This is an optimization exercise on Yosys and OpenROAD, whose aim is small area, a short achievable clock period and few clock cycles per item, not a production implementation.
The RTL was checked by simulation tests, not by an equivalence proof against the original design.
No activity file was given, so power comes from the tool's default toggle rates.

==> run a: inputs <==
Design position_report_ascii_encoder, start of the top module:
module position_report_ascii_encoder
(
    input  logic              clk,
    input  logic              rst_n,
    input  logic              pos_valid,
    output logic              pos_ready,
    input  logic signed [LatW-1:0] pos_lat_micro,
    input  logic signed [LonW-1:0] pos_lon_micro,
    input  logic [FixW-1:0]   pos_fix_level,
    output logic              rpt_valid,
    input  logic              rpt_ready,
    output logic [CharW-1:0]  rpt_out_char,
    output logic              rpt_last_char,
    output logic              rpt_pos_invalid,
    input  logic              psel,
    input  logic              penable,
    input  logic              pwrite,
    input  logic [AddrW-1:0]  paddr,
    input  logic [DataW-1:0]  pwdata,
    output logic [DataW-1:0]  prdata,
    output logic              pready
);
    logic [CharW-1:0] sym_table_reg;
    logic [CharW-1:0] sym_code_reg;
    logic [CharW-1:0] prdata_reg;
    assign pready = 1'b1;
    always_ff @(posedge clk or negedge rst_n)
    begin
        if (!rst_n)
        begin
            sym_table_reg <= SymTableRst;
            sym_code_reg  <= SymCodeRst;
        end
        else if (psel && penable && pwrite)
        begin
            if (paddr[2])
                sym_code_reg  <= pwdata[CharW-1:0];
            else
                sym_table_reg <= pwdata[CharW-1:0];
        end
    end
    always_ff @(posedge clk)
    begin
        prdata_reg <= paddr[2] ? sym_code_reg : sym_table_reg;
    end
    assign prdata = {{(DataW-CharW){1'b0}}, prdata_reg};
    logic             known_q;      
    logic             inv_q;        
    logic             lat_done;     
    logic             lat_hold;     
    logic             lon_pend;     
    logic             lon_hold;     
  ...
==> module prae_norm, before the edit <==
module prae_norm
(
    input  logic [51:0] a,
    input  logic        neg,
    output logic [24:0] dig
);
    function automatic logic [1:0] cb1(input logic [4:0] x);
        cb1[0] = (!x[2] && x[0]) || (!x[2] && x[1]) || (x[1] && x[0]) || (x[4] && x[0]) || (x[4] && x[1]);
        cb1[1] = (x[4] && !x[2] && x[1] && x[0]);
    endfunction
    function automatic logic [0:0] cb2(input logic [6:0] x);
        cb2[0] = (!x[4] && x[2] && x[1]) || (!x[4] && x[3] && x[0]) || (x[5] && x[3] && x[1]) || (x[6] && x[1]) || (x[6] && x[2] && x[0]) || (x[6] && x[3]) || (x[6] && !x[4] && x[0]) || (x[6] && !x[5] && x[2]);
    endfunction
    function automatic logic [1:0] gp5(input logic [4:0] x);
        gp5[0] = (!x[4] && !x[2] && x[1]) || (x[4] && !x[2] && !x[0]) || (x[4] && x[2] && !x[1] && x[0]);
        gp5[1] = (x[4] && x[1]) || (x[4] && !x[2] && x[0]);
    endfunction
    function automatic logic [1:0] gp2(input logic [1:0] x);
        gp2[0] = (!x[1] && x[0]);
        gp2[1] = (x[1]);
    endfunction
    function automatic logic [0:0] odd2(input logic [1:0] x);
        odd2[0] = (!x[1] && x[0]);
    endfunction
    function automatic logic [1:0] gp10(input logic [4:0] x);
        gp10[0] = (x[3] && x[2] && !x[1] && x[0]);
        gp10[1] = (x[3] && x[2] && x[1]);
    endfunction
    function automatic logic [1:0] gp6(input logic [3:0] x);
        gp6[0] = (x[3] && !x[1] && x[0]);
        gp6[1] = (x[3] && x[1]);
    endfunction
    function automatic logic [2:0] esplit(input logic [3:0] x);
        esplit[0] = (!x[2] && x[0]) || (!x[3] && x[2] && !x[0]) || (x[3] && x[0]);
        esplit[1] = (x[2] && x[0]) || (x[3] && !x[1]) || (!x[3] && x[1]);
        esplit[2] = (x[3] && x[1]);
    endfunction
    function automatic logic [2:0] hm5(input logic [4:0] x);
        hm5[0] = (!x[4] && x[0]) || (!x[3] && x[2] && x[0]) || (x[3] && x[2] && x[1]) || (x[4] && !x[3] && !x[2] && !x[0]) || (x[4] && !x[2] && !x[1] && !x[0]);
        hm5[1] = (x[4] && !x[3] && x[0]) || (x[3] && !x[2] && !x[1] && !x[0]) || (!x[3] && !x[2] && x[1]) || (!x[3] && x[2] && !x[1]);
        hm5[2] = (x[3] && !x[2] && x[0]) || (x[3] && x[2] && !x[1] && !x[0]) || (!x[3] && x[2] && x[1]);
    endfunction
    function automatic logic [1:0] hm3(input logic [3:0] x);
        hm3[0] = (!x[3] && !x[2] && x[0]) || (x[3] && x[1]) || (x[2] && !x[1] && !x[0]);
        hm3[1] = (x[3] && !x[1] && !x[0]) || (!x[3] && !x[2] && x[1]) || (x[2] && x[0]);
    endfunction
    function automatic logic [0:0] is9(input logic [5:0] x);
        is9[0] = (x[4] && x[3] && !x[1] && x[0]) || (x[4] && x[3] && !x[2] && x[1] && !x[0]) || (x[4] && !x[3] && x[2] && x[0]);
    endfunction
    logic [1:0] c_b1;
    logic [1:0] g_b2, g_t0, g_t1, g_ho, g_ht, g_mo, g_mt, g_d0, g_d1;
    logic c_t1, c_ho, c_ht, c_mo, c_mt, c_d0, c_d1, c_d2;
    logic [10:0] gg, pp, gn, pn;
    logic rnd, ho9;
    logic [3:0] n_d2, n_d1, n_d0, n_mt, n_mo, n_ht, n_ho;
    logic [2:0] e_d2, e_d1, e_d0, e_mt, e_mo, e_ht, e_ho;
    always_comb
    begin
        c_b1 = cb1({a[3:0], neg});
        g_b2 = gp5(a[13:9]);
        g_t0 = gp2(a[15:14]);
        g_t1 = gp2(a[17:16]);
        g_ho = gp10(a[22:18]);
        g_ht = gp10(a[27:23]);
        g_mo = gp10(a[32:28]);
        g_mt = gp6(a[36:33]);
        g_d0 = gp10(a[41:37]);
        g_d1 = gp10(a[46:42]);
        gg = {g_d1[1], g_d0[1], g_mt[1], g_mo[1], g_ht[1], g_ho[1], g_t1[1], g_t0[1], g_b2[1], cb2({a[8:4], c_b1}), 1'b0};
        pp = {g_d1[0], g_d0[0], g_mt[0], g_mo[0], g_ht[0], g_ho[0], g_t1[0], g_t0[0], g_b2[0], 2'b00};
        for (int d = 1; d < 11; d = d * 2)
        begin
            gn = gg;
            pn = pp;
            for (int i = d; i < 11; i++)
            begin
                gn[i] = gg[i] || (pp[i] && gg[i-d]);
                pn[i] = pp[i] && pp[i-d];
            end
            gg = gn;
            pp = pn;
        end
        c_t1 = gg[3];
        c_ho = gg[4];
        c_ht = gg[5];
        c_mo = gg[6];
        c_mt = gg[7];
        c_d0 = gg[8];
        c_d1 = gg[9];
        c_d2 = gg[10];
        rnd  = odd2(a[17:16]) ^ c_t1;
        ho9  = is9({a[22:18], c_ho});
        e_d2 = esplit({a[48:47], 1'b0, c_d2});
        e_d1 = esplit({a[43:42], 1'b0, c_d1});
        e_d0 = esplit({a[38:37], 1'b0, c_d0});
        e_mt = esplit({a[34:33], 1'b0, c_mt});
        e_mo = esplit({a[29:28], 1'b0, c_mo});
        e_ht = esplit({a[24:23], c_ht && rnd && ho9, c_ht ^ (rnd && ho9)});
        e_ho = esplit({a[19:18], c_ho && rnd, c_ho ^ rnd});
        n_d2 = {hm5({a[51:49], e_d2[2:1]}), e_d2[0]};
        n_d1 = {hm5({a[46:44], e_d1[2:1]}), e_d1[0]};
        n_d0 = {hm5({a[41:39], e_d0[2:1]}), e_d0[0]};
        n_mt = {1'b0, hm3({a[36:35], e_mt[2:1]}), e_mt[0]};
        n_mo = {hm5({a[32:30], e_mo[2:1]}), e_mo[0]};
        n_ht = {hm5({a[27:25], e_ht[2:1]}), e_ht[0]};
        n_ho = {hm5({a[22:20], e_ho[2:1]}), e_ho[0]};
        dig  = {n_d2[1:0], n_d1, n_d0, n_mt[2:0], n_mo, n_ht, n_ho};
    end
endmodule
==> flow/config.mk <==
export PLATFORM = sky130hd
export DESIGN_NAME = position_report_ascii_encoder
export DESIGN_NICKNAME = position_report_ascii_encoder
export VERILOG_FILES = /design/flow/design.v
export SDC_FILE = /design/flow/constraint.sdc
export NUM_CORES = 4
export LEC_CHECK = 0
export CAP_MARGIN = 20
export CORE_MARGIN = 2
export CORE_UTILIZATION = 40
export SLEW_MARGIN = 20
==> flow/constraint.sdc <==
create_clock -name core_clock -period 9.0 [get_ports {clk}]
set_input_delay 1.8000 -clock core_clock [delete_from_list [all_inputs] [get_ports {clk}]]
set_output_delay 1.8000 -clock core_clock [all_outputs]
set_load 0.01 [all_outputs]
standard.sh (not shown) runs the stock make flow with config.mk's settings and CLKGATE_MAP_FILE= SYNTH_SCRIPT=/design/flow/synth_recipe.tcl, a recipe that flattens the netlist after the stock synthesis.
==> flow/flow/run.sh <==
#!/bin/bash
set -euo pipefail
bash standard.sh SETUP_SLACK_MARGIN=6.0 "BUFFER_PORTS_ARGS=-buffer_cell sky130_fd_sc_hd__buf_1" finish > orfs_flow.log 2>&1
==> run b (differences from run a) <==
--- a/flow/design.v
+++ b/flow/design.v
@@ -133,34 +133,25 @@
     endfunction
     function automatic logic [1:0] gp6(input logic [3:0] x);
         gp6[0] = (x[3] && !x[1] && x[0]);
         gp6[1] = (x[3] && x[1]);
     endfunction
-    function automatic logic [2:0] esplit(input logic [3:0] x);
-        esplit[0] = (!x[2] && x[0]) || (!x[3] && x[2] && !x[0]) || (x[3] && x[0]);
-        esplit[1] = (x[2] && x[0]) || (x[3] && !x[1]) || (!x[3] && x[1]);
-        esplit[2] = (x[3] && x[1]);
-    endfunction
-    function automatic logic [2:0] hm5(input logic [4:0] x);
-        hm5[0] = (!x[4] && x[0]) || (!x[3] && x[2] && x[0]) || (x[3] && x[2] && x[1]) || (x[4] && !x[3] && !x[2] && !x[0]) || (x[4] && !x[2] && !x[1] && !x[0]);
-        hm5[1] = (x[4] && !x[3] && x[0]) || (x[3] && !x[2] && !x[1] && !x[0]) || (!x[3] && !x[2] && x[1]) || (!x[3] && x[2] && !x[1]);
-        hm5[2] = (x[3] && !x[2] && x[0]) || (x[3] && x[2] && !x[1] && !x[0]) || (!x[3] && x[2] && x[1]);
-    endfunction
-    function automatic logic [1:0] hm3(input logic [3:0] x);
-        hm3[0] = (!x[3] && !x[2] && x[0]) || (x[3] && x[1]) || (x[2] && !x[1] && !x[0]);
-        hm3[1] = (x[3] && !x[1] && !x[0]) || (!x[3] && !x[2] && x[1]) || (x[2] && x[0]);
+    function automatic logic [3:0] fin(input logic [7:0] x);
+        fin[0] = (!x[2] && x[0]) || (!x[3] && x[2] && !x[0]) || (x[3] && x[0]);
+        fin[1] = (x[6] && !x[4] && !x[3] && !x[1] && !x[0]) || (x[6] && !x[5] && !x[4] && x[3] && x[1]) || (x[5] && x[4] && x[3] && x[1]) || (!x[6] && !x[5] && !x[4] && x[2] && x[0]) || (!x[6] && !x[5] && !x[4] && !x[3] && x[1]) || (x[6] && !x[4] && !x[2] && x[0]) || (!x[6] && x[4] && !x[2] && !x[1]) || (!x[7] && !x[5] && x[4] && x[2] && x[0]) || (x[6] && !x[5] && x[4] && !x[3] && x[1]) || (!x[6] && !x[5] && !x[4] && x[3] && !x[1]) || (!x[6] && x[5] && x[3] && x[1]) || (x[7] && x[4] && !x[3] && !x[1] && !x[0]) || (x[6] && !x[5] && x[4] && x[3] && !x[1]);
+        fin[2] = (x[6] && !x[5] && x[2] && x[0]) || (!x[5] && !x[4] && x[3] && x[1]) || (x[5] && !x[4] && !x[3] && !x[1] && !x[0]) || (x[6] && !x[5] && x[4] && !x[3]) || (!x[5] && x[4] && x[3] && !x[1]) || (x[6] && !x[5] && !x[4] && x[1]) || (x[5] && !x[4] && !x[2] && !x[1]) || (!x[5] && x[4] && !x[3] && x[1]) || (x[6] && !x[5] && x[3] && !x[1]) || (!x[6] && x[4] && x[2] && x[0]);
+        fin[3] = (x[5] && x[4] && !x[3] && !x[1] && !x[0]) || (!x[7] && x[5] && !x[4] && !x[3] && x[1]) || (x[6] && x[5] && !x[4] && x[3] && !x[1]) || (x[5] && x[4] && !x[2] && !x[1]) || (x[6] && !x[5] && x[4] && x[3] && x[1]) || (!x[7] && x[5] && !x[4] && x[2] && x[0]);
     endfunction
     function automatic logic [0:0] is9(input logic [5:0] x);
         is9[0] = (x[4] && x[3] && !x[1] && x[0]) || (x[4] && x[3] && !x[2] && x[1] && !x[0]) || (x[4] && !x[3] && x[2] && x[0]);
     endfunction
     logic [1:0] c_b1;
     logic [1:0] g_b2, g_t0, g_t1, g_ho, g_ht, g_mo, g_mt, g_d0, g_d1;
     logic c_t1, c_ho, c_ht, c_mo, c_mt, c_d0, c_d1, c_d2;
     logic [10:0] gg, pp, gn, pn;
     logic rnd, ho9;
     logic [3:0] n_d2, n_d1, n_d0, n_mt, n_mo, n_ht, n_ho;
-    logic [2:0] e_d2, e_d1, e_d0, e_mt, e_mo, e_ht, e_ho;
     always_comb
     begin
         c_b1 = cb1({a[3:0], neg});
         g_b2 = gp5(a[13:9]);
         g_t0 = gp2(a[15:14]);
@@ -193,24 +184,17 @@
         c_d0 = gg[8];
         c_d1 = gg[9];
         c_d2 = gg[10];
         rnd  = odd2(a[17:16]) ^ c_t1;
         ho9  = is9({a[22:18], c_ho});
-        e_d2 = esplit({a[48:47], 1'b0, c_d2});
-        e_d1 = esplit({a[43:42], 1'b0, c_d1});
-        e_d0 = esplit({a[38:37], 1'b0, c_d0});
-        e_mt = esplit({a[34:33], 1'b0, c_mt});
-        e_mo = esplit({a[29:28], 1'b0, c_mo});
-        e_ht = esplit({a[24:23], c_ht && rnd && ho9, c_ht ^ (rnd && ho9)});
-        e_ho = esplit({a[19:18], c_ho && rnd, c_ho ^ rnd});
-        n_d2 = {hm5({a[51:49], e_d2[2:1]}), e_d2[0]};
-        n_d1 = {hm5({a[46:44], e_d1[2:1]}), e_d1[0]};
-        n_d0 = {hm5({a[41:39], e_d0[2:1]}), e_d0[0]};
-        n_mt = {1'b0, hm3({a[36:35], e_mt[2:1]}), e_mt[0]};
-        n_mo = {hm5({a[32:30], e_mo[2:1]}), e_mo[0]};
-        n_ht = {hm5({a[27:25], e_ht[2:1]}), e_ht[0]};
-        n_ho = {hm5({a[22:20], e_ho[2:1]}), e_ho[0]};
+        n_d2 = fin({1'b0, a[51:47], 1'b0, c_d2});
+        n_d1 = fin({1'b0, a[46:42], 1'b0, c_d1});
+        n_d0 = fin({1'b0, a[41:37], 1'b0, c_d0});
+        n_mt = fin({2'b10, a[36:33], 1'b0, c_mt});
+        n_mo = fin({1'b0, a[32:28], 1'b0, c_mo});
+        n_ht = fin({1'b0, a[27:23], c_ht && rnd && ho9, c_ht ^ (rnd && ho9)});
+        n_ho = fin({1'b0, a[22:18], c_ho && rnd, c_ho ^ rnd});
         dig  = {n_d2[1:0], n_d1, n_d0, n_mt[2:0], n_mo, n_ht, n_ho};
     end
 endmodule
 import prae_pkg::*;
 module position_report_ascii_encoder
--- a/flow/config.mk
+++ b/flow/config.mk
@@ -5,7 +5,7 @@
 export SDC_FILE = /design/flow/constraint.sdc
 export NUM_CORES = 4
 export LEC_CHECK = 0
 export CAP_MARGIN = 20
 export CORE_MARGIN = 2
-export CORE_UTILIZATION = 40
+export CORE_UTILIZATION = 60
 export SLEW_MARGIN = 20
==> run c (differences from run a) <==
--- a/flow/design.v
+++ b/flow/design.v
@@ -280,35 +280,46 @@
     logic             cur_inv;
     logic [4:0]       nb;           
     logic [CharW-1:0] out_reg;
     logic             last_reg;
     logic             cur_slat, cur_slon;
-    logic             nxt_full, nxt_inv, nxt_slat, nxt_slon;
+    logic [1:0]       ninv;         
+    logic             nxt_full, nxt_slat, nxt_slon;    
     logic             pins_inv;
     logic             acc_now;
     logic             take;
     logic             cur_free;
     logic             lat_ok, lon_ok, go, go_src, step, fin;
     assign pins_inv = (pos_fix_level == '0)
                       || (pos_lat_micro == '0 && pos_lon_micro == '0);
-    assign pos_ready = kr || (ki && inv_q);
+    assign pos_ready = inv_q ? ki : kr;
     assign acc_now   = pos_valid && pos_ready;
     assign take      = vld && rpt_ready;
     assign cur_free  = !vld || (take && last_reg);
     assign lat_ok = known_q && !inv_q && !lat_done && !lat_hold;
     assign lon_ok = lon_pend && !lon_hold;
     assign go     = (cnt == 4'd0) && (lat_ok || lon_ok);
     assign go_src = lon_ok;
     assign step   = go || (cnt != 4'd0);
     assign fin    = (cnt == 4'd8);
     logic known_n, lat_done_n, lon_pend_n, nxt_full_n;
+    logic bypass, inc, dec;
+    logic [1:0] ninv_n;
     always_comb
     begin
         known_n    = pos_valid && !acc_now;
         lat_done_n = acc_now ? 1'b0 : ((fin && !src) || lat_done);
         lon_pend_n = (acc_now && !inv_q) || (lon_pend && !(fin && src));
-        nxt_full_n = cur_free ? (acc_now && (nxt_full || !inv_q)) : (nxt_full || acc_now);
+        bypass     = cur_free && ninv == 2'd0 && !nxt_full;
+        nxt_full_n = (acc_now && !inv_q) || (nxt_full && !(cur_free && ninv == 2'd0));
+        inc        = acc_now && inv_q && !bypass;
+        dec        = cur_free && ninv != 2'd0;
+        ninv_n     = ninv;
+        if (inc && !dec)
+            ninv_n = {ninv[1] || ninv[0], !ninv[0]};
+        else if (dec && !inc)
+            ninv_n = {ninv[1] && ninv[0], !ninv[0]};
     end
     always_ff @(posedge clk or negedge rst_n)
     begin
         if (!rst_n)
         begin
@@ -324,11 +335,11 @@
             post     <= 1'b0;
         end
         else
         begin
             known_q  <= known_n;
-            ki       <= known_n && !nxt_full_n;
+            ki       <= known_n && !nxt_full_n && ninv_n != 2'd3;
             kr       <= known_n && !nxt_full_n && lat_done_n && !lon_pend_n;
             post     <= fin;
             lat_done <= lat_done_n;
             lon_pend <= lon_pend_n;
             if (fin && !src)
@@ -432,46 +443,48 @@
                 nchar = cur_slon ? AsciiW : AsciiE;
             default:
                 nchar = sym_code_reg;
         endcase
     end
-    logic load_now;
-    assign load_now = nxt_full || (acc_now && inv_q);
+    logic load_now, load_inv;
+    assign load_now = ninv != 2'd0 || nxt_full || (acc_now && inv_q);
+    assign load_inv = ninv != 2'd0 || !nxt_full;
     always_ff @(posedge clk or negedge rst_n)
     begin
         if (!rst_n)
         begin
             vld      <= 1'b0;
             nxt_full <= 1'b0;
+            ninv     <= 2'd0;
         end
         else
         begin
             if (cur_free)
                 vld  <= load_now;
             nxt_full <= nxt_full_n;
+            ninv     <= ninv_n;
         end
     end
     always_ff @(posedge clk)
     begin
         if (cur_free)
         begin
             nb       <= 5'd1;
-            cur_inv  <= nxt_full ? nxt_inv : 1'b1;
+            cur_inv  <= load_inv;
             cur_slat <= nxt_slat;
             cur_slon <= nxt_slon;
-            out_reg  <= (!nxt_full || nxt_inv) ? AsciiNul : AsciiBang;
-            last_reg <= !nxt_full || nxt_inv;
+            out_reg  <= load_inv ? AsciiNul : AsciiBang;
+            last_reg <= load_inv;
         end
         else if (take)
         begin
             nb       <= nb + 5'd1;
             out_reg  <= nchar;
             last_reg <= (nb == 5'd19);
         end
-        if (acc_now)
+        if (acc_now && !inv_q)
         begin
-            nxt_inv  <= inv_q;
             nxt_slat <= pos_lat_micro[LatW-1];
             nxt_slon <= pos_lon_micro[LonW-1];
         end
     end
     assign rpt_valid       = vld;
--- a/flow/config.mk
+++ b/flow/config.mk
@@ -5,7 +5,7 @@
 export SDC_FILE = /design/flow/constraint.sdc
 export NUM_CORES = 4
 export LEC_CHECK = 0
 export CAP_MARGIN = 20
 export CORE_MARGIN = 2
-export CORE_UTILIZATION = 40
+export CORE_UTILIZATION = 50
 export SLEW_MARGIN = 20
==> run d (differences from run a) <==
--- a/flow/config.mk
+++ b/flow/config.mk
@@ -6,6 +6,8 @@
 export NUM_CORES = 4
 export LEC_CHECK = 0
 export CAP_MARGIN = 20
 export CORE_MARGIN = 2
 export CORE_UTILIZATION = 40
+export CTS_CLUSTER_DIAMETER = 100
+export CTS_CLUSTER_SIZE = 40
 export SLEW_MARGIN = 20
==> qor summary <==
Post-Place Worst Slack: run c 5580 ps; run d 5370 ps; run b 5480 ps; run a 5370 ps
Fraction of area in non-clock buffers: run c 3.47%; run d 3.42%; run b 3.81%; run a 3.42%
HPWL after DPL: run c 19300 microns; run d 20000 microns; run b 20100 microns; run a 20000 microns
F_max: run c 0.330 GHz; run d 0.335 GHz; run b 0.337 GHz; run a 0.335 GHz
Clock Skew: run c 15.7 ps; run d 15.9 ps; run b 12.9 ps; run a 15.9 ps
DRT iter0 DRCs: run c 599; run d 549; run b 838; run a 549
Final GP Congestion: run c 0.862; run d 0.821; run b 0.883; run a 0.821
Clock network area share: run c 4.75%; run d 4.84%; run b 4.63%; run a 4.84%
Synthesized-area fraction occupied by and/or/nand/nor cells: run c 19.0%; run d 19.8%; run b 18.7%; run a 19.8%
Cell count after synthesis: run c 1287; run d 1263; run b 1341; run a 1263
Reg2Reg Depth: run c 10; run d 9; run b 13; run a 9
Multi-input gate share of the layout cell area: run c 47.4%; run d 47.8%; run b 49.1%; run a 47.8%
Count of non-filler cells in the finished layout: run c 1646; run d 1718; run b 1683; run a 1718
Count of placed standard cells including taps: run c 1606; run d 1679; run b 1637; run a 1679
Post-CTS resize count: run c 5; run d 14; run b 16; run a 14
Cell type of the slowest stage on the worst timing path: run c sky130_fd_sc_hd__dfrtp_1; run d sky130_fd_sc_hd__a221o_1; run b sky130_fd_sc_hd__edfxtp_1; run a sky130_fd_sc_hd__a221o_1
Depth of the critical timing path with buffers and inverters included: run c 3; run d 9; run b 13; run a 9
Via count normalized by instance count: run c 5.79; run d 5.57; run b 6.14; run a 5.57
Total iterations of the first detailed-routing run: run c 5; run d 6; run b 5; run a 6
Status: run c timing/DRC/antenna clean; run d timing/DRC/antenna clean; run b timing/DRC/antenna clean; run a timing/DRC/antenna clean
Filler instances: run c 2108; run d 2819; run b 1614; run a 2819
Count of clock buffers in the final design: run c 17; run d 18; run b 17; run a 18
Clock share of power: run c 15.6%; run d 17.3%; run b 16.2%; run a 17.3%
Testbench counts of run a, summed over its fixed seeds: cycles 17,649, reports 960.
Testbench counts of run b, summed over its fixed seeds: cycles 17,649, reports 960.
Testbench counts of run c, summed over its fixed seeds: cycles 17,511, reports 960.
Testbench counts of run d, summed over its fixed seeds: cycles 17,649, reports 960.

==> what the ideal ports hide <==
Ports are ideal in the flow. The routed layouts listed here were re-timed in OpenROAD. Step 1 sets driving cells, clkbuf_16 on the clock port and buf_2 on the other inputs (assumed; they add their load-dependent delay and slew). Step 2, shift: input delay + t, output delay - t, t = (earliest + latest rising clock arrival at the registers) / 2. This alone moves slack from input paths to output paths. Three values: no drivers, after step 1, after step 2; two values: the first two.
run | shift t [ns] | setup slack, ns | slew at the worst register clock pin (ns) | worst slew at a driven data input, ns | cell pins on the clock port's net
run a | 0.486 | 6.013 / 6.013 / 5.619 | 0.09 / 0.09 | 0.04 | 1
run b | 0.486 | 6.033 / 6.014 / 5.733 | 0.09 / 0.09 | 0.04 | 1
run c | 0.479 | 5.969 / 5.922 / 5.695 | 0.08 / 0.08 | 0.03 | 1
run d | 0.486 | 6.013 / 6.013 / 5.619 | 0.09 / 0.09 | 0.04 | 1
After both steps every run listed still meets setup and hold.
